This is an optimization exercise on Yosys and OpenROAD, whose aim is small area, a short achievable clock period and few clock cycles per item, not a production implementation.
The RTL was checked by simulation tests, not by an equivalence proof against the original design.
Power and IR drop assume default switching activity.

==> design/flow/design.v <==
package pip_pkg;
    localparam int COORD_BITS_DEFAULT  = 16;
    localparam int QUEUE_DEPTH_DEFAULT = 4;
    typedef enum logic {
        CFG_QUERY_X = 1'b0,
        CFG_QUERY_Y = 1'b1
    } t_cfg_idx;
    typedef struct packed {
        logic [16:0] du;
        logic [16:0] dv;
    } t_mag;
    typedef struct packed {
        logic [15:0] nu;     
        logic [3:0]  eu;     
        logic        su;     
        logic [15:0] nv;     
        logic [3:0]  ev;     
        logic        pv;     
    } t_vtx;
endpackage
module pip_front (
    input  logic [15:0]   i_x,
    input  logic [15:0]   i_y,
    input  logic [15:0]   i_qx,
    input  logic [15:0]   i_qy,
    output pip_pkg::t_mag o_mag
);
    assign o_mag.du = {i_x[15], i_x} - {i_qx[15], i_qx};
    assign o_mag.dv = {i_y[15], i_y} - {i_qy[15], i_qy};
endmodule
module pip_norm (
    input  pip_pkg::t_mag i_mag,
    output pip_pkg::t_vtx o_vtx
);
    logic [15:0] mu;
    logic [15:0] mv;
    logic [19:0] nu;
    logic [19:0] nv;
    function automatic logic [19:0] norm(input logic [15:0] m);
        logic [15:0] t;
        logic [3:0]  e;
        t = m;
        e = 4'd15;
        if (t[15:8] == '0) begin t = {t[7:0], 8'b0};  e[3] = 1'b0; end
        if (t[15:12] == '0) begin t = {t[11:0], 4'b0}; e[2] = 1'b0; end
        if (t[15:14] == '0) begin t = {t[13:0], 2'b0}; e[1] = 1'b0; end
        if (t[15] == 1'b0) begin t = {t[14:0], 1'b0}; e[0] = 1'b0; end
        norm = {t, e};
    endfunction
    assign mu       = i_mag.du[16] ? 16'(-i_mag.du) : i_mag.du[15:0];
    assign mv       = i_mag.dv[16] ? 16'(-i_mag.dv) : i_mag.dv[15:0];
    assign nu       = norm(mu);
    assign nv       = norm(mv);
    assign o_vtx.nu = nu[19:4];
    assign o_vtx.eu = nu[3:0];
    assign o_vtx.nv = nv[19:4];
    assign o_vtx.ev = nv[3:0];
    assign o_vtx.su = i_mag.du[16];
    assign o_vtx.pv = !i_mag.dv[16] && (i_mag.dv != '0);
endmodule
module pip_queue #(
    parameter int DEPTH = pip_pkg::QUEUE_DEPTH_DEFAULT
) (
    input  logic i_clk,
    input  logic i_rst_n,
    input  logic i_push,
    input  logic i_data,
    output logic o_valid,
    input  logic i_pop,
    output logic o_data
);
    localparam int PTR_BITS = $clog2(DEPTH);
    logic [DEPTH-1:0]    r_mem;
    logic [PTR_BITS-1:0] r_wr_ptr;
    logic [PTR_BITS-1:0] r_rd_ptr;
    logic [PTR_BITS:0]   r_count;
    logic                rd_en;
    assign o_valid = (r_count != '0);
    assign o_data  = r_mem[r_rd_ptr];
    assign rd_en   = i_pop && o_valid;
    always_ff @(posedge i_clk) begin
        if (!i_rst_n) begin
            r_wr_ptr <= '0;
            r_rd_ptr <= '0;
            r_count  <= '0;
        end else begin
            if (i_push) r_wr_ptr <= r_wr_ptr + 1'b1;
            if (rd_en)  r_rd_ptr <= r_rd_ptr + 1'b1;
            if (i_push && !rd_en) begin
                r_count <= r_count + 1'b1;
            end else if (rd_en && !i_push) begin
                r_count <= r_count - 1'b1;
            end
        end
    end
    always_ff @(posedge i_clk) begin
        if (i_push) r_mem[r_wr_ptr] <= i_data;
    end
endmodule
module pip_back #(
    parameter int M = 6
) (
    input  pip_pkg::t_vtx   i_p1,
    input  pip_pkg::t_vtx   i_p2,
    output logic            o_dec,       
    output logic            o_toggle,    
    output logic            o_t_gt,      
    output logic            o_t_lt,      
    output logic            o_t_eq,      
    output logic            o_e_p1,      
    output logic            o_e_m1,      
    output logic            o_inx_p,     
    output logic            o_inx_q,     
    output logic [2*M:0]    o_xs,        
    output logic [2*M:0]    o_ys         
);
    logic [15:0]       a;
    logic [15:0]       b;
    logic [15:0]       c;
    logic [15:0]       d;
    logic              pu1;
    logic              pu2;
    logic              su1;
    logic              su2;
    logic              straddle;
    logic              rise;
    logic              zp;
    logic              zq;
    logic              need;
    logic [4:0]        sp;
    logic [4:0]        sq;
    logic signed [5:0] ex;
    logic              e_gt;
    logic              e_lt;
    logic              gt;
    logic              lt;
    logic              e_p1;
    logic              e_m1;
    logic [2*M-1:0]    xp;
    logic [2*M-1:0]    yq;
    function automatic logic tog(input logic f_gt, input logic f_lt,
                                 input logic f_rise, input logic f_pu1, input logic f_su1,
                                 input logic f_pu2, input logic f_su2);
        if (f_rise) tog = f_pu1 ? (!f_su2 || f_gt) : (!f_su2 && f_lt);
        else        tog = f_pu2 ? (!f_su1 || f_lt) : (!f_su1 && f_gt);
    endfunction
    assign a   = i_p1.nu;
    assign b   = i_p2.nv;
    assign c   = i_p2.nu;
    assign d   = i_p1.nv;
    assign su1 = i_p1.su;
    assign su2 = i_p2.su;
    assign pu1 = !i_p1.su && i_p1.nu[15];
    assign pu2 = !i_p2.su && i_p2.nu[15];
    assign straddle = i_p1.pv != i_p2.pv;
    assign rise     = i_p2.pv;
    assign zp  = !a[15] || !b[15];
    assign zq  = !c[15] || !d[15];
    assign need = straddle && !zp && !zq &&
                  (rise ? (pu1 ? su2 : !su2) : (pu2 ? su1 : !su1));
    assign sp   = {1'b0, i_p1.eu} + {1'b0, i_p2.ev};
    assign sq   = {1'b0, i_p2.eu} + {1'b0, i_p1.ev};
    assign ex   = {1'b0, sp} - {1'b0, sq};
    assign e_gt = ex > 6'sd1;
    assign e_lt = ex < -6'sd1;
    always_comb begin
        if (zp || zq) begin
            gt = !zp;
            lt = !zq;
        end else begin
            gt = e_gt;
            lt = e_lt;
        end
    end
    assign o_dec    = !need || e_gt || e_lt;
    assign o_toggle = straddle && tog(gt, lt, rise, pu1, su1, pu2, su2);
    assign o_t_gt   = tog(1'b1, 1'b0, rise, pu1, su1, pu2, su2);
    assign o_t_lt   = tog(1'b0, 1'b1, rise, pu1, su1, pu2, su2);
    assign o_t_eq   = tog(1'b0, 1'b0, rise, pu1, su1, pu2, su2);
    assign e_p1     = ex == 6'sd1;
    assign e_m1     = ex == -6'sd1;
    assign o_e_p1   = e_p1;
    assign o_e_m1   = e_m1;
    assign o_inx_p  = (a[15-M:0] != '0) || (b[15-M:0] != '0);
    assign o_inx_q  = (c[15-M:0] != '0) || (d[15-M:0] != '0);
    pip_mul6 u_mul_p (.i_a(a[15:16-M]), .i_b(b[15:16-M]), .o_p(xp));
    pip_mul6 u_mul_q (.i_a(c[15:16-M]), .i_b(d[15:16-M]), .o_p(yq));
    assign o_xs = e_p1 ? {xp, 1'b0} : {1'b0, xp};
    assign o_ys = e_m1 ? {yq, 1'b0} : {1'b0, yq};
endmodule
module pip_cmp #(
    parameter int M = 6
) (
    input  logic [2*M:0]   i_xs,
    input  logic [2*M:0]   i_ys,
    input  logic           i_e_p1,
    input  logic           i_e_m1,
    input  logic           i_inx_p,
    input  logic           i_inx_q,
    output logic           o_gt,
    output logic           o_lt,
    output logic           o_eq
);
    localparam int TOL = (1 << (M + 1)) - 1;
    localparam logic signed [2*M+1:0] T1  = TOL;
    localparam logic signed [2*M+1:0] T2  = 2 * TOL;
    localparam logic signed [2*M+1:0] NT1 = -TOL;
    localparam logic signed [2*M+1:0] NT2 = -2 * TOL;
    localparam logic signed [2*M+1:0] Z   = 0;
    logic signed [2*M+1:0] dif;
    assign dif = {1'b0, i_xs} - {1'b0, i_ys};
    always_comb begin
        if (!i_inx_q)    o_gt = dif > Z;
        else if (i_e_m1) o_gt = dif > T2;
        else             o_gt = dif > T1;
        if (!i_inx_p)    o_lt = dif < Z;
        else if (i_e_p1) o_lt = dif < NT2;
        else             o_lt = dif < NT1;
    end
    assign o_eq = !i_inx_p && !i_inx_q && (dif == Z);
endmodule
module pip_exact (
    input  logic        i_clk,
    input  logic        i_rst_n,
    input  logic        i_start,      
    input  logic [15:0] i_a,
    input  logic [15:0] i_b,
    input  logic [15:0] i_c,
    input  logic [15:0] i_d,
    input  logic        i_e_p1,
    input  logic        i_e_m1,
    output logic        o_done,       
    output logic        o_gt,
    output logic        o_lt
);
    logic                 r_busy;
    logic                 r_done;
    logic [4:0]           r_cnt;
    logic                 r_bb;
    logic                 r_dd;
    logic signed [18:0]   r_acc;
    logic                 r_stk;
    logic [4:0]           nxt;
    logic [4:0]           ib;
    logic [4:0]           id;
    logic [31:0]          bx;
    logic [31:0]          dx;
    logic signed [18:0]   sum;
    assign nxt = r_busy ? r_cnt + 1'b1 : 5'd0;
    assign ib  = nxt - 5'(i_e_p1);
    assign id  = nxt - 5'(i_e_m1);
    assign bx  = {16'b0, i_b};
    assign dx  = {16'b0, i_d};
    assign sum = r_acc + (r_bb ? 19'(i_a) : '0) - (r_dd ? 19'(i_c) : '0);
    always_ff @(posedge i_clk) begin
        if (!i_rst_n) begin
            r_busy <= 1'b0;
            r_done <= 1'b0;
        end else if (r_busy) begin
            if (r_cnt == 5'd16) begin
                r_busy <= 1'b0;
                r_done <= 1'b1;
            end
        end else begin
            r_busy <= i_start && !r_done;
            r_done <= 1'b0;
        end
    end
    always_ff @(posedge i_clk) begin
        r_bb <= bx[ib];
        r_dd <= dx[id];
        if (r_busy) begin
            r_acc <= sum >>> 1;
            r_stk <= r_stk || sum[0];
            r_cnt <= nxt;
        end else begin
            r_acc <= '0;
            r_stk <= 1'b0;
            r_cnt <= 5'd0;
        end
    end
    assign o_done = r_done;
    assign o_gt   = !r_acc[18] && ((r_acc != '0) || r_stk);
    assign o_lt   = r_acc[18];
endmodule
module pip_mul6 (
    input  logic [5:0]   i_a,
    input  logic [5:0]   i_b,
    output logic [11:0] o_p
);
    logic pp_0_0;
    logic pp_0_1;
    logic pp_0_2;
    logic pp_0_3;
    logic pp_0_4;
    logic pp_0_5;
    logic pp_1_0;
    logic pp_1_1;
    logic pp_1_2;
    logic pp_1_3;
    logic pp_1_4;
    logic pp_1_5;
    logic pp_2_0;
    logic pp_2_1;
    logic pp_2_2;
    logic pp_2_3;
    logic pp_2_4;
    logic pp_2_5;
    logic pp_3_0;
    logic pp_3_1;
    logic pp_3_2;
    logic pp_3_3;
    logic pp_3_4;
    logic pp_3_5;
    logic pp_4_0;
    logic pp_4_1;
    logic pp_4_2;
    logic pp_4_3;
    logic pp_4_4;
    logic pp_4_5;
    logic pp_5_0;
    logic pp_5_1;
    logic pp_5_2;
    logic pp_5_3;
    logic pp_5_4;
    logic pp_5_5;
    logic s0;
    logic c0;
    logic s1;
    logic c1;
    logic s2;
    logic c2;
    logic s3;
    logic c3;
    logic s4;
    logic c4;
    logic s5;
    logic c5;
    logic s6;
    logic c6;
    logic s7;
    logic c7;
    logic s8;
    logic c8;
    logic s9;
    logic c9;
    logic s10;
    logic c10;
    logic s11;
    logic c11;
    logic s12;
    logic c12;
    logic s13;
    logic c13;
    logic s14;
    logic c14;
    logic s15;
    logic c15;
    logic s16;
    logic c16;
    logic s17;
    logic c17;
    logic s18;
    logic c18;
    logic s19;
    logic c19;
    logic [11:0] row0;
    logic [11:0] row1;
    assign pp_0_0 = i_a[0] & i_b[0];
    assign pp_0_1 = i_a[0] & i_b[1];
    assign pp_0_2 = i_a[0] & i_b[2];
    assign pp_0_3 = i_a[0] & i_b[3];
    assign pp_0_4 = i_a[0] & i_b[4];
    assign pp_0_5 = i_a[0] & i_b[5];
    assign pp_1_0 = i_a[1] & i_b[0];
    assign pp_1_1 = i_a[1] & i_b[1];
    assign pp_1_2 = i_a[1] & i_b[2];
    assign pp_1_3 = i_a[1] & i_b[3];
    assign pp_1_4 = i_a[1] & i_b[4];
    assign pp_1_5 = i_a[1] & i_b[5];
    assign pp_2_0 = i_a[2] & i_b[0];
    assign pp_2_1 = i_a[2] & i_b[1];
    assign pp_2_2 = i_a[2] & i_b[2];
    assign pp_2_3 = i_a[2] & i_b[3];
    assign pp_2_4 = i_a[2] & i_b[4];
    assign pp_2_5 = i_a[2] & i_b[5];
    assign pp_3_0 = i_a[3] & i_b[0];
    assign pp_3_1 = i_a[3] & i_b[1];
    assign pp_3_2 = i_a[3] & i_b[2];
    assign pp_3_3 = i_a[3] & i_b[3];
    assign pp_3_4 = i_a[3] & i_b[4];
    assign pp_3_5 = i_a[3] & i_b[5];
    assign pp_4_0 = i_a[4] & i_b[0];
    assign pp_4_1 = i_a[4] & i_b[1];
    assign pp_4_2 = i_a[4] & i_b[2];
    assign pp_4_3 = i_a[4] & i_b[3];
    assign pp_4_4 = i_a[4] & i_b[4];
    assign pp_4_5 = i_a[4] & i_b[5];
    assign pp_5_0 = i_a[5] & i_b[0];
    assign pp_5_1 = i_a[5] & i_b[1];
    assign pp_5_2 = i_a[5] & i_b[2];
    assign pp_5_3 = i_a[5] & i_b[3];
    assign pp_5_4 = i_a[5] & i_b[4];
    assign pp_5_5 = i_a[5] & i_b[5];
    assign s0 = pp_0_4 ^ pp_1_3;
    assign c0 = pp_0_4 & pp_1_3;
    assign s1 = pp_0_5 ^ pp_1_4 ^ pp_2_3;
    assign c1 = (pp_0_5 & pp_1_4) | (pp_0_5 & pp_2_3) | (pp_1_4 & pp_2_3);
    assign s2 = pp_3_2 ^ pp_4_1;
    assign c2 = pp_3_2 & pp_4_1;
    assign s3 = pp_1_5 ^ pp_2_4 ^ pp_3_3;
    assign c3 = (pp_1_5 & pp_2_4) | (pp_1_5 & pp_3_3) | (pp_2_4 & pp_3_3);
    assign s4 = pp_4_2 ^ pp_5_1;
    assign c4 = pp_4_2 & pp_5_1;
    assign s5 = pp_2_5 ^ pp_3_4 ^ pp_4_3;
    assign c5 = (pp_2_5 & pp_3_4) | (pp_2_5 & pp_4_3) | (pp_3_4 & pp_4_3);
    assign s6 = pp_0_3 ^ pp_1_2;
    assign c6 = pp_0_3 & pp_1_2;
    assign s7 = s0 ^ pp_2_2 ^ pp_3_1;
    assign c7 = (s0 & pp_2_2) | (s0 & pp_3_1) | (pp_2_2 & pp_3_1);
    assign s8 = s1 ^ s2 ^ pp_5_0;
    assign c8 = (s1 & s2) | (s1 & pp_5_0) | (s2 & pp_5_0);
    assign s9 = s3 ^ s4 ^ c1;
    assign c9 = (s3 & s4) | (s3 & c1) | (s4 & c1);
    assign s10 = s5 ^ pp_5_2 ^ c3;
    assign c10 = (s5 & pp_5_2) | (s5 & c3) | (pp_5_2 & c3);
    assign s11 = pp_3_5 ^ pp_4_4 ^ pp_5_3;
    assign c11 = (pp_3_5 & pp_4_4) | (pp_3_5 & pp_5_3) | (pp_4_4 & pp_5_3);
    assign s12 = pp_0_2 ^ pp_1_1;
    assign c12 = pp_0_2 & pp_1_1;
    assign s13 = s6 ^ pp_2_1 ^ pp_3_0;
    assign c13 = (s6 & pp_2_1) | (s6 & pp_3_0) | (pp_2_1 & pp_3_0);
    assign s14 = s7 ^ pp_4_0 ^ c6;
    assign c14 = (s7 & pp_4_0) | (s7 & c6) | (pp_4_0 & c6);
    assign s15 = s8 ^ c0 ^ c7;
    assign c15 = (s8 & c0) | (s8 & c7) | (c0 & c7);
    assign s16 = s9 ^ c2 ^ c8;
    assign c16 = (s9 & c2) | (s9 & c8) | (c2 & c8);
    assign s17 = s10 ^ c4 ^ c9;
    assign c17 = (s10 & c4) | (s10 & c9) | (c4 & c9);
    assign s18 = s11 ^ c5 ^ c10;
    assign c18 = (s11 & c5) | (s11 & c10) | (c5 & c10);
    assign s19 = pp_4_5 ^ pp_5_4 ^ c11;
    assign c19 = (pp_4_5 & pp_5_4) | (pp_4_5 & c11) | (pp_5_4 & c11);
    assign row0 = {1'b0, pp_5_5, s19, s18, s17, s16, s15, s14, s13, s12, pp_0_1, pp_0_0};
    assign row1 = {1'b0, c19, c18, c17, c16, c15, c14, c13, c12, pp_2_0, pp_1_0, 1'b0};
    assign o_p  = row0 + row1;
endmodule
module point_in_polygon_crossing_test #(
    parameter int COORD_BITS  = pip_pkg::COORD_BITS_DEFAULT,
    parameter int QUEUE_DEPTH = pip_pkg::QUEUE_DEPTH_DEFAULT
) (
    input  logic                  i_clk,
    input  logic                  i_rst_n,
    input  logic                  i_cfg_we,
    input  logic                  i_cfg_idx,
    input  logic [COORD_BITS-1:0] i_cfg_data,
    input  logic                  i_valid,
    output logic                  o_ready,
    input  logic [COORD_BITS-1:0] i_vertex_x,
    input  logic [COORD_BITS-1:0] i_vertex_y,
    input  logic                  i_last_vertex,
    output logic                  o_valid,
    input  logic                  i_ready,
    output logic                  o_inside_res
);
    localparam int OWE_BITS = $clog2(QUEUE_DEPTH + 1);
    logic [COORD_BITS-1:0] r_query_x;
    logic [COORD_BITS-1:0] r_query_y;
    logic                  hold;
    logic                  r_ready;
    logic                  accept;
    logic                  r_open;
    logic [OWE_BITS-1:0]   r_owed;
    logic [OWE_BITS-1:0]   n_owed;
    logic                  pop;
    pip_pkg::t_mag         f_mag;
    logic                  r_in_v;
    pip_pkg::t_mag         r_in;
    logic                  r_in_first;
    logic                  r_in_last;
    pip_pkg::t_vtx         in_vtx;
    logic                  r_cur_v;
    logic                  r_cur_first;
    logic                  r_cur_last;
    pip_pkg::t_vtx         r_cur;
    pip_pkg::t_vtx         r_prev;
    logic                  r_prev_first;
    pip_pkg::t_vtx         r_first;
    logic                  r_close;
    pip_pkg::t_vtx         e_p2;
    logic                  edge_en;
    logic                  e_dec;
    logic                  e_toggle;
    logic                  e_t_gt;
    logic                  e_t_lt;
    logic                  e_t_eq;
    logic                  e_p1;
    logic                  e_m1;
    logic                  e_inx_p;
    logic                  e_inx_q;
    logic [12:0]           e_xs;
    logic [12:0]           e_ys;
    logic                  r2_v;
    logic                  r2_close;
    logic                  r2_dec;
    logic                  r2_toggle;
    logic                  r2_t_gt;
    logic                  r2_t_lt;
    logic                  r2_t_eq;
    logic                  r2_e_p1;
    logic                  r2_e_m1;
    logic                  r2_inx_p;
    logic                  r2_inx_q;
    logic [12:0]           r2_xs;
    logic [12:0]           r2_ys;
    logic [15:0]           r2_a;
    logic [15:0]           r2_d;
    logic                  c_gt;
    logic                  c_lt;
    logic                  c_eq;
    logic                  undec;
    logic                  x_done;
    logic                  x_gt;
    logic                  x_lt;
    logic                  toggle;
    logic                  r_parity;
    always_ff @(posedge i_clk) begin
        if (!i_rst_n) begin
            r_query_x <= '0;
            r_query_y <= '0;
        end else if (i_cfg_we) begin
            case (i_cfg_idx)
                pip_pkg::CFG_QUERY_X: r_query_x <= i_cfg_data;
                pip_pkg::CFG_QUERY_Y: r_query_y <= i_cfg_data;
                default: ;
            endcase
        end
    end
    assign o_ready = r_ready && !(r2_v && !r2_dec);
    assign accept  = i_valid && o_ready;
    assign pop     = o_valid && i_ready;
    assign n_owed  = r_owed + OWE_BITS'(accept && i_last_vertex) - OWE_BITS'(pop);
    always_ff @(posedge i_clk) begin
        if (!i_rst_n) begin
            r_ready <= 1'b1;
            r_owed  <= '0;
            r_open  <= 1'b0;
        end else begin
            r_ready <= (n_owed < OWE_BITS'(QUEUE_DEPTH));
            r_owed  <= n_owed;
            if (accept) r_open <= !i_last_vertex;
        end
    end
    pip_front u_front (
        .i_x   (i_vertex_x),
        .i_y   (i_vertex_y),
        .i_qx  (r_query_x),
        .i_qy  (r_query_y),
        .o_mag (f_mag)
    );
    always_ff @(posedge i_clk) begin
        if (!hold) begin
            r_in       <= f_mag;
            r_in_first <= !r_open;
            r_in_last  <= i_last_vertex;
        end
    end
    pip_norm u_norm (
        .i_mag (r_in),
        .o_vtx (in_vtx)
    );
    always_ff @(posedge i_clk) begin
        if (!hold) begin
            r_cur       <= in_vtx;
            r_cur_first <= r_in_first;
            r_cur_last  <= r_in_last;
        end
    end
    always_ff @(posedge i_clk) begin
        if (!hold) begin
            if (r_cur_v) r_prev <= r_cur;
            if (r_prev_first) r_first <= r_prev;
        end
    end
    always_ff @(posedge i_clk) begin
        if (!i_rst_n) begin
            r_in_v       <= 1'b0;
            r_cur_v      <= 1'b0;
            r_prev_first <= 1'b0;
            r_close      <= 1'b0;
        end else if (!hold) begin
            r_in_v  <= accept;
            r_cur_v <= r_in_v;
            if (r_cur_v) r_prev_first <= r_cur_first;
            r_close <= r_cur_v && r_cur_last;
        end
    end
    assign e_p2    = r_close ? r_first : r_cur;
    assign edge_en = r_close ? !r_prev_first : (r_cur_v && !r_cur_first);
    pip_back u_back (
        .i_p1     (r_prev),
        .i_p2     (e_p2),
        .o_dec    (e_dec),
        .o_toggle (e_toggle),
        .o_t_gt   (e_t_gt),
        .o_t_lt   (e_t_lt),
        .o_t_eq   (e_t_eq),
        .o_e_p1   (e_p1),
        .o_e_m1   (e_m1),
        .o_inx_p  (e_inx_p),
        .o_inx_q  (e_inx_q),
        .o_xs     (e_xs),
        .o_ys     (e_ys)
    );
    always_ff @(posedge i_clk) begin
        if (!i_rst_n) begin
            r2_v <= 1'b0;
        end else if (!hold) begin
            r2_v <= edge_en || r_close;
        end
    end
    always_ff @(posedge i_clk) begin
        if (!hold) begin
            r2_close  <= r_close;
            r2_dec    <= !edge_en || e_dec;
            r2_toggle <= edge_en && e_toggle;
            r2_t_gt   <= e_t_gt;
            r2_t_lt   <= e_t_lt;
            r2_t_eq   <= e_t_eq;
            r2_e_p1   <= e_p1;
            r2_e_m1   <= e_m1;
            r2_inx_p  <= e_inx_p;
            r2_inx_q  <= e_inx_q;
            r2_xs     <= e_xs;
            r2_ys     <= e_ys;
            r2_a      <= r_prev.nu;
            r2_d      <= r_prev.nv;
        end
    end
    pip_cmp u_cmp (
        .i_xs    (r2_xs),
        .i_ys    (r2_ys),
        .i_e_p1  (r2_e_p1),
        .i_e_m1  (r2_e_m1),
        .i_inx_p (r2_inx_p),
        .i_inx_q (r2_inx_q),
        .o_gt    (c_gt),
        .o_lt    (c_lt),
        .o_eq    (c_eq)
    );
    assign undec = r2_v && !r2_dec && !c_gt && !c_lt && !c_eq;
    assign hold = undec && !x_done;
    pip_exact u_exact (
        .i_clk   (i_clk),
        .i_rst_n (i_rst_n),
        .i_start (undec),
        .i_a     (r2_a),
        .i_b     (r2_close ? r_first.nv : r_prev.nv),
        .i_c     (r2_close ? r_first.nu : r_prev.nu),
        .i_d     (r2_d),
        .i_e_p1  (r2_e_p1),
        .i_e_m1  (r2_e_m1),
        .o_done  (x_done),
        .o_gt    (x_gt),
        .o_lt    (x_lt)
    );
    always_comb begin
        if (r2_dec)      toggle = r2_toggle;
        else if (x_done) toggle = x_gt ? r2_t_gt : (x_lt ? r2_t_lt : r2_t_eq);
        else             toggle = c_gt ? r2_t_gt : (c_lt ? r2_t_lt : r2_t_eq);
    end
    always_ff @(posedge i_clk) begin
        if (!i_rst_n) begin
            r_parity <= 1'b0;
        end else if (!hold && r2_v) begin
            r_parity <= r2_close ? 1'b0 : (r_parity ^ toggle);
        end
    end
    pip_queue #(
        .DEPTH   (QUEUE_DEPTH)
    ) u_queue (
        .i_clk   (i_clk),
        .i_rst_n (i_rst_n),
        .i_push  (!hold && r2_v && r2_close),
        .i_data  (r_parity ^ toggle),
        .o_valid (o_valid),
        .i_pop   (i_ready),
        .o_data  (o_inside_res)
    );
endmodule
==> design/flow/constraint.sdc <==
create_clock -name core_clock -period 10.0 [get_ports {i_clk}]
set_input_delay 2.0000 -clock core_clock [delete_from_list [all_inputs] [get_ports {i_clk}]]
set_output_delay 2.0000 -clock core_clock [all_outputs]
set_load 0.01 [all_outputs]
==> design/flow/flow/margin.txt <==
5.9
==> design/flow/standard.sh <==
#!/bin/bash
# synth_recipe.tcl (not shown) runs the flow's synth.tcl, then flattens the netlist and writes it again
# the make line also repeats each setting of config.mk as NAME=value (left out here)
make -C /OpenROAD-flow-scripts/flow DESIGN_CONFIG=/design/flow/config.mk WORK_HOME=/design/flow/orfs CLKGATE_MAP_FILE= SYNTH_SCRIPT=/design/flow/synth_recipe.tcl "${@:-finish}"
==> design/flow/flow/run.sh <==
#!/bin/bash
set -e
CFG=${FLOW_CONFIG:-config.mk}
MARGIN=$(cat flow/margin.txt)
grep -v '^export SETUP_SLACK_MARGIN' "$CFG" > config.mk.new
echo "export SETUP_SLACK_MARGIN = ${MARGIN}" >> config.mk.new
cat config.mk.new > "$CFG"
bash standard.sh > standard.log 2>&1
==> design/flow/config.mk <==
export PLATFORM = sky130hd
export DESIGN_NAME = point_in_polygon_crossing_test
export DESIGN_NICKNAME = point_in_polygon_crossing_test
export VERILOG_FILES = /design/flow/design.v
export SDC_FILE = /design/flow/constraint.sdc
export NUM_CORES = 4
export LEC_CHECK = 0
export ABC_AREA = 1
export CAP_MARGIN = 20
export CORE_MARGIN = 2
export CORE_UTILIZATION = 40
export CTS_BUF_LIST = sky130_fd_sc_hd__clkbuf_4 sky130_fd_sc_hd__clkbuf_8
export SLEW_MARGIN = 20
export SETUP_SLACK_MARGIN = 5.9
==> results.json, run 1 <==
{
  "outcome": "finished clean",
  "maxCapViolations": 0,
  "hold_class": "flip-flop to flip-flop",
  "core_um2": 49200,
  "cts_tree": "built",
  "grt_max_degree": 78,
  "synth_top_cell_by_area": "edfxtp_1",
  "critical-path-top-delay-family": "adder cells",
  "cp_data_required_time_ns": 10.37,
  "power_density_nw_per_um2": 310,
  "hold_viol": 0,
  "r2r_start": "r_close$_SDFFE_PN0N_",
  "ff2ff_setup_slack_ns": 5.90,
  "hp-start": "r_in_first$_DFFE_PN_",
  "syn-cell-area_um2": 20000,
  "path_buf_inv": 2,
  "path_cells": "buf_4, buf_12, mux2i_4, nor2_1, fa_1, fa_1, fa_1, ha_4, a21oi_4, o21ai_2, nand3_1, nand2_2, a21oi_2, nor2_1, nor2_1, xor2_1, o21ai_1",
  "vias": 15450,
  "start_kind": "flip-flop",
  "synth_ff_type": "edfxtp_1",
  "yosysSeqAreaShare_pct": 43.2,
  "clk_latency_ns": 0.64,
  "synthMostInstantiatedCell": "nand2_1",
  "finalCritPeriodShare_pct": 41.0,
  "antenna_found_initial": 1,
  "setup_viol_count_final": 0,
  "cts_buffer_depth": 3,
  "worst_ep_arrival_time_ns": 4.47,
  "slowest_delay_ns": 0.59,
  "holdPathStages": 0,
  "root_buffer": "clkbuf_8",
  "path_depth": 17,
  "final_layout_size_suffix_gt1_share_pct": 12.2,
  "synth_area_leaders": "edfxtp_1 (35%), nand2_1 (9.2%), dfxtp_1 (7.8%)",
  "crit_path_end_kind": "flip-flop",
  "grt.total_usage_pct": 17.8,
  "worst_slew_pin_slew_ns": 1.11,
  "path_class": "flip-flop to flip-flop",
  "ys_async_sr_fraction_pct": 0,
  "route.detailed.drc": 0,
  "setup_tns_ns": 0,
  "dpl-instance-area_um2": 21400,
  "io_pins": 58,
  "rows": 81,
  "max_freq_mhz": 244,
  "grt_pass1_vias": 15067,
  "first_iter_violations": 689,
  "yosys_warnings": 6,
  "period_needed_ns": 4.10,
  "fin_util_pct": 47.6,
  "max_slew_margin_pct": 25.1,
  "rsz0062_at_grt": "true",
  "grt_overflow": 0,
  "synth_edf_count": 236,
  "netlist.area_leader.share_pct": 35.4,
  "grt_pass1_wl_mm": 73.8,
  "die_y_um": 228,
  "r2r_end": "r2_ys[10]$_DFFE_PN_",
  "die_x_um": 228,
  "ys_ff_latch": 314,
  "ant_nets": 0,
  "first_pass_iters": 5,
  "start_util_pct": 40.7,
  "drv_slew": 0,
  "fin_skew_ns": 0.0304,
  "gp_congestion": 0.891,
  "cts.clk_slew.worst_paths_ns": 0.06,
  "num_antenna_cells": 0,
  "clock_sinks": 314,
  "power_mw": 7.25,
  "die_area_um2": 51800,
  "syn_inst": 2346,
  "vdd_drop_max_mv": 0.191,
  "nNetsFinal": 2694,
  "syn-num-nets": 2580,
  "io_buffers": 57,
  "cts_max_level": 2,
  "worst_path_max_delay_cell": "fa_1",
  "numCtsBuffers": 54,
  "ff2ff_path_depth": 17,
  "finish.instance_area_um2": 23400,
  "via_per_inst": 4.88,
  "synth_cell_types": 60,
  "synth.avg_cell_area_um2": 8.53,
  "worst-path-max-fanout": 8,
  "dp_hpwl_mm": 34.5,
  "synthTopCellsByCount": "nand2_1 (490), inv_1 (395), edfxtp_1 (236)",
  "power.leakage_nw": 10.5,
  "drt_wl_total_mm": 45.6,
  "wl_per_cell_um": 14.4,
  "synthToLayoutAreaGrowth_pct": 16.9,
  "worst_hold_path.endpoint": "r_cur_first$_DFFE_PN_"
}
[metal layers]
layer	global-route usage [%]	vias to the layer above	wire length, um
li1	-	7912	-
met5	0	-	11
met2	31.1	275	22100
met3	3.27	95	1830
met4	6.33	2	1430
met1	21.9	7166	20200
[flip-flops by register name, summed over array words and instances (netlist names), 3 cells and up]
name and count:
r_cur 42, r_first 42, r_prev 42, r_in 34, u_exact.r_acc 18, r2_a 16, r2_d 16, r_query_x 16
r_query_y 16, r2_xs 13, r2_ys 13, u_exact.r_cnt 5, u_queue.r_mem 4, r_owed 3, u_queue.r_count 3
[cell type report]
class	instances	area [um^2]
multi-input cells	1568	10100
clock buffers	81	977
inverters	417	1590
well taps	664	831
fillers	4656	25800
flip-flops and latches	314	8650
repair buffers	105	1030
clock inverters	20	230
[timing repair]
item                                    CTS  global route
setup buffers                             8            29
resized for setup                        37            95
endpoints found under the setup margin  110           112
cloned                                    1             0
pin swaps                                 3            31
hold buffers                              0             0
[worst reg2reg max path, delay by kind of cell, from the launching register on]
family	cells	cell delay [ns]
and+or+nand+nor	5	0.43
adders and majority gates	4	1.83
muxes	1	0.34
buffers and inverters	2	0.26
xor gates and xnor gates	1	0.21
AOI/OAI and AO/OA	4	0.41
DFF	1	0.38
[logic make-up (layout without fill, tap and decap cells)]
| group | Yosys count | after routing | share of synthesized area, % |
|---|---|---|---|
| flops | 314 | 314 | 43.2 |
| buf+inv | 464 | 623 | 8.96 |
| fa+ha+maj | 179 | 179 | 13.5 |
| mux | 13 | 13 | 0.650 |
| xor+xnor | 76 | 76 | 3.33 |
| simple gates | 916 | 916 | 19.8 |
| compound gates | 384 | 384 | 10.5 |
[cell usage in the layout, fill, tap and decap left out, drive strengths merged, types with 2 or more instances in the layout]
master,instances
and2,2
nand3,111
o21bai,10
clkinv,13
clkinvlp,5
nor3,26
o31ai,2
a21oi,160
xnor2,15
nor2,216
a31oi,8
clkdlybuf4s50,56
fa,61
xor2,61
buf,46
bufinv,5
edfxtp,236
a21o,4
nand2,504
a21boi,6
nand4,26
inv,414
or2,10
nor4,12
a211oi,5
nand3b,8
dfxtp,78
mux2i,13
o221ai,4
ha,118
clkbuf,82
o211ai,8
o21ai,166
o21a,4
o22ai,2
[per-stage QoR]
step	cells	hold WS, ns	setup slack [ns]
final	3169	0.423	5.90
after global routing	3169	0.424	5.70
after CTS	3140	0.420	5.88
after detailed placement	3030	0.405	4.74
after global placement	3030	0.405	4.94
after floorplan	2346	0.400	5.18
[power breakdown]
group          switching, mW  internal (mW)  leakage, nW  total, mW
sequential             0.172           1.80         3.00       1.98
clock                  0.546          0.756        0.638       1.30
combinational           2.40           1.57         6.90       3.97
total                   3.12           4.13         10.5       7.25
[how the worst max path moves through the flow]
stage	endpoint	slack [ns]	startpoint
after floorplan	r2_a[0]$_DFFE_PN_	5.18	r2_ys[0]$_SDFFCE_PP0N_
after global placement	r2_ys[11]$_DFFE_PN_	4.94	r_close$_SDFFE_PN0N_
after detailed placement	r2_ys[10]$_DFFE_PN_	4.74	r_close$_SDFFE_PN0N_
after CTS	r2_ys[10]$_DFFE_PN_	5.88	r_close$_SDFFE_PN0N_
after global routing	r2_ys[11]$_DFFE_PN_	5.70	r_close$_SDFFE_PN0N_
final	r2_ys[10]$_DFFE_PN_	5.90	r_close$_SDFFE_PN0N_
Testbench counts, summed over its fixed seeds: cycles 15,713, vertices 14,293.
==> inputs of run 2 (changes only) <==
--- a/design/flow/config.mk
+++ b/design/flow/config.mk
@@ -10,4 +10,3 @@
 export CORE_MARGIN = 2
-export CORE_UTILIZATION = 40
-export CTS_BUF_LIST = sky130_fd_sc_hd__clkbuf_4 sky130_fd_sc_hd__clkbuf_8
+export CORE_UTILIZATION = 60
 export SLEW_MARGIN = 20
==> run 2 against run 1 <==
Flip-flop and latch count did not move. Register-to-register slack got worse by 0.03 ns. Fmax fell by 0.85%. Power rose by 2.5%. Synthesized area did not move. Routed wire length rose by 2.9%. Setup slack got worse by 0.035 ns. Combinational power rose by 5%. Global-route usage rose by 8.4 points. Critical path type unchanged.
==> results.json, run 2 <==
{
  "cts_hold_buffers": 0,
  "clock_sinks": 314,
  "dp.cells": 2808,
  "synthMuxAreaShare_pct": 0.650,
  "hold_viol": 0,
  "synth_top_cell_by_area": "edfxtp_1",
  "synth.avg_cell_area_um2": 8.53,
  "wl_per_cell_um": 16.0,
  "drv_slew": 0,
  "ant_nets": 0,
  "finalCritPeriodShare_pct": 41.3,
  "synth_ff_type": "edfxtp_1",
  "yosysSeqAreaShare_pct": 43.2,
  "power_density_nw_per_um2": 318,
  "synthMostInstantiatedCell": "nand2_1",
  "max_freq_mhz": 242,
  "vias": 15874,
  "root_buffer": "clkbuf_16",
  "drt_wl_total_mm": 46.9,
  "p_int_mw": 4.20,
  "path_class": "flip-flop to flip-flop",
  "start_kind": "flip-flop",
  "dp_hpwl_mm": 33.9,
  "ys_ff_latch": 314,
  "p_sw_share_pct": 43.5,
  "grt_pass1_vias": 15414,
  "top_regs": "r_cur (42), r_first (42), r_prev (42)",
  "synthToLayoutAreaGrowth_pct": 16.8,
  "worst_ep_arrival_time_ns": 4.41,
  "setup_viol_count_final": 0,
  "route.detailed.drc": 0,
  "power_mw": 7.43,
  "numCtsBuffers": 37,
  "io_buffers": 57,
  "synth_edf_count": 236,
  "nNetsFinal": 2699,
  "fin_util_pct": 71.5,
  "synthXorXnorAreaFrac_pct": 3.33,
  "p_switching_mw": 3.23,
  "clock_power_share_pct": 17.6,
  "rsz0062_at_grt": "true",
  "layout_commonest_cell": "nand2_1",
  "synthSimpleGateAreaFrac_pct": 19.8,
  "vdd_drop_max_mv": 0.222,
  "worst_slack_ns": 5.87,
  "netlist.area_leader.share_pct": 35.4,
  "syn_inst": 2346,
  "cp_data_required_time_ns": 10.28,
  "final_cell_mix": "nand2_1 (481), inv_1 (385), edfxtp_1 (236)",
  "yosys_warnings": 6,
  "syn-cell-area_um2": 20000,
  "grt.total_usage_pct": 26.2,
  "outcome": "finished clean",
  "ys_async_sr_fraction_pct": 0,
  "syn-num-nets": 2580,
  "cts.clk_slew.worst_paths_ns": 0.06,
  "gp_congestion": 0.872,
  "p_seq_share_pct": 26.6,
  "first_iter_violations": 944,
  "synthTopCellsByCount": "nand2_1 (490), inv_1 (395), edfxtp_1 (236)",
  "worst_slew_pin_slew_ns": 0.866,
  "synth_area_leaders": "edfxtp_1 (35%), nand2_1 (9.2%), dfxtp_1 (7.8%)",
  "clk_latency_ns": 0.53,
  "die_area_um2": 34800,
  "synthAdderAreaFrac_pct": 13.5,
  "period_needed_ns": 4.13,
  "start_util_pct": 61.2,
  "grt_overflow": 0,
  "core_um2": 32700,
  "worst-path-max-fanout": 7,
  "cts_tree": "built",
  "crit_path_end_kind": "flip-flop",
  "antenna_found_initial": 0,
  "setup_tns_ns": 0,
  "die_x_um": 187,
  "hold_slack_ns": 0.430,
  "final_cells": 2937,
  "io_pins": 58,
  "synth_cell_types": 60,
  "die_y_um": 187,
  "synth_compound_area_share_pct": 10.5,
  "first_pass_iters": 5,
  "cts_max_level": 2,
  "via_per_inst": 5.40,
  "grt_max_degree": 61,
  "dpl_worst_slack_ns": 5.09,
  "dpl-instance-area_um2": 21100,
  "synth_top_family_by_area": "simple AND/OR/NAND/NOR gates",
  "finish.instance_area_um2": 23400,
  "grt_pass1_wl_mm": 74.7,
  "rows": 66,
  "final_layout_size_suffix_gt1_share_pct": 12.6,
  "power.leakage_nw": 10.6,
  "maxCapViolations": 0,
  "pwr-share-comb_pct": 55.8,
  "fin_skew_ns": 0.0214,
  "max_slew_margin_pct": 41.5,
  "cts_buffer_depth": 3,
  "hold_class": "flip-flop to flip-flop"
}
run 2: cell counts after synthesis:
No cell type changed its count.
run 2: repair_timing:
| action | 4_1_cts | 5_1_grt |
|---|---|---|
| resized for setup | 48 | 108 |
| buffers inserted | 13 | 39 |
| pin swaps | 10 | 48 |
| setup endpoints to repair | 153 | 171 |
| cloned | 4 | 4 |
run 2: final cells by class:
cell class	count	area, um^2
clock inverters	21	200
inverters	417	1600
repair inverters	4	25.0
fillers	2582	9330
multi-input cells	1569	10200
repair buffers	122	1160
flip-flops and latches	314	8650
clock buffers	47	993
well taps	442	553
diodes	1	2.50
run 2: worst max-delay path, cell delays in order (launching register included):
cell and delay (ns):
dfxtp_4 0.36, buf_12 0.15, buf_4 0.16, nand2_1 0.11, o21ai_4 0.10, buf_4 0.15, nor2_1 0.13, fa_1 0.48
fa_1 0.54, fa_1 0.50, ha_1 0.37, a21oi_1 0.17, nand2_1 0.10, a21oi_1 0.14, o21ai_1 0.08, xor2_1 0.18
nand2_1 0.07, o21ai_1 0.07
run 2: layer usage:
| metal | vias up | GRT usage [%] | wire, um |
|---|---|---|---|
| met5 | - | 0 | 0 |
| met4 | 0 | 7.42 | 1110 |
| met3 | 84 | 3.86 | 2420 |
| met2 | 397 | 47.6 | 23800 |
| met1 | 7465 | 32.3 | 19500 |
| li1 | 7928 | - | - |
run 2: path summary, 6_finish.rpt:
check,startpoint,endpoint,slack (ns),cells after the start
setup / recovery,r_close$_SDFFE_PN0N_,r2_xs[11]$_DFFE_PN_,5.87,17
setup reg to reg,r_close$_SDFFE_PN0N_,r2_xs[11]$_DFFE_PN_,5.87,17
hold / removal,r_in_first$_DFFE_PN_,r_cur_first$_DFFE_PN_,0.43,0
hold reg to reg,r_in_first$_DFFE_PN_,r_cur_first$_DFFE_PN_,0.43,0
run 2: logic make-up (layout without fill, tap and decap cells):
family / after synthesis / count (layout)
XOR/XNOR: 76 / 76
flip-flops: 314 / 314
AO/OA/AOI/OAI: 384 / 384
other: 0 / 1
adder cells (fa/ha/maj): 179 / 179
AND/OR/NAND/NOR: 916 / 917
buffers and inverters: 464 / 611
multiplexers: 13 / 13
run 2: power groups by stage:
stage | registers, mW | logic [mW] | clock network (mW)
2_1_floorplan | 1.91 | 2.84 | 0
3_3_place_gp | 1.99 | 3.44 | 0
3_5_place_dp | 1.99 | 3.53 | 0
4_1_cts | 1.97 | 3.68 | 1.33
5_1_grt | 2.00 | 4.69 | 1.39
6_report | 1.98 | 4.15 | 1.31

[what the ideal ports hide]
How much do the figures lean on ideal ports? The routed layouts below were timed once more, with nothing changed but the port constraints. Step 1: set_driving_cell puts a clkbuf_16 on i_clk and a buf_2 on each other input, an assumption about the parent block. Step 2 also shifts input and output timing later by t, the mid clock arrival at the registers, as if the neighbouring blocks saw the same clock. Three values: ideal, step 1, step 2; two values: the first two.
run	shift t [ns]	slack for setup (ns)	hold slack, ns	worst setup path after step 2	latest minus earliest clock arrival (ns)
run 1	0.676	5.903 / 5.903 / 5.311	0.423 / 0.423 / 0.423	input to register	0.031 / 0.030
run 2	0.571	5.868 / 5.868 / 5.426	0.430 / 0.430 / 0.430	input to register	0.024 / 0.024
After both steps every run listed still meets setup and hold. The setup slack of run 1, which loses most, moves by 0.000 ns with the drivers and by -0.592 ns with both steps.
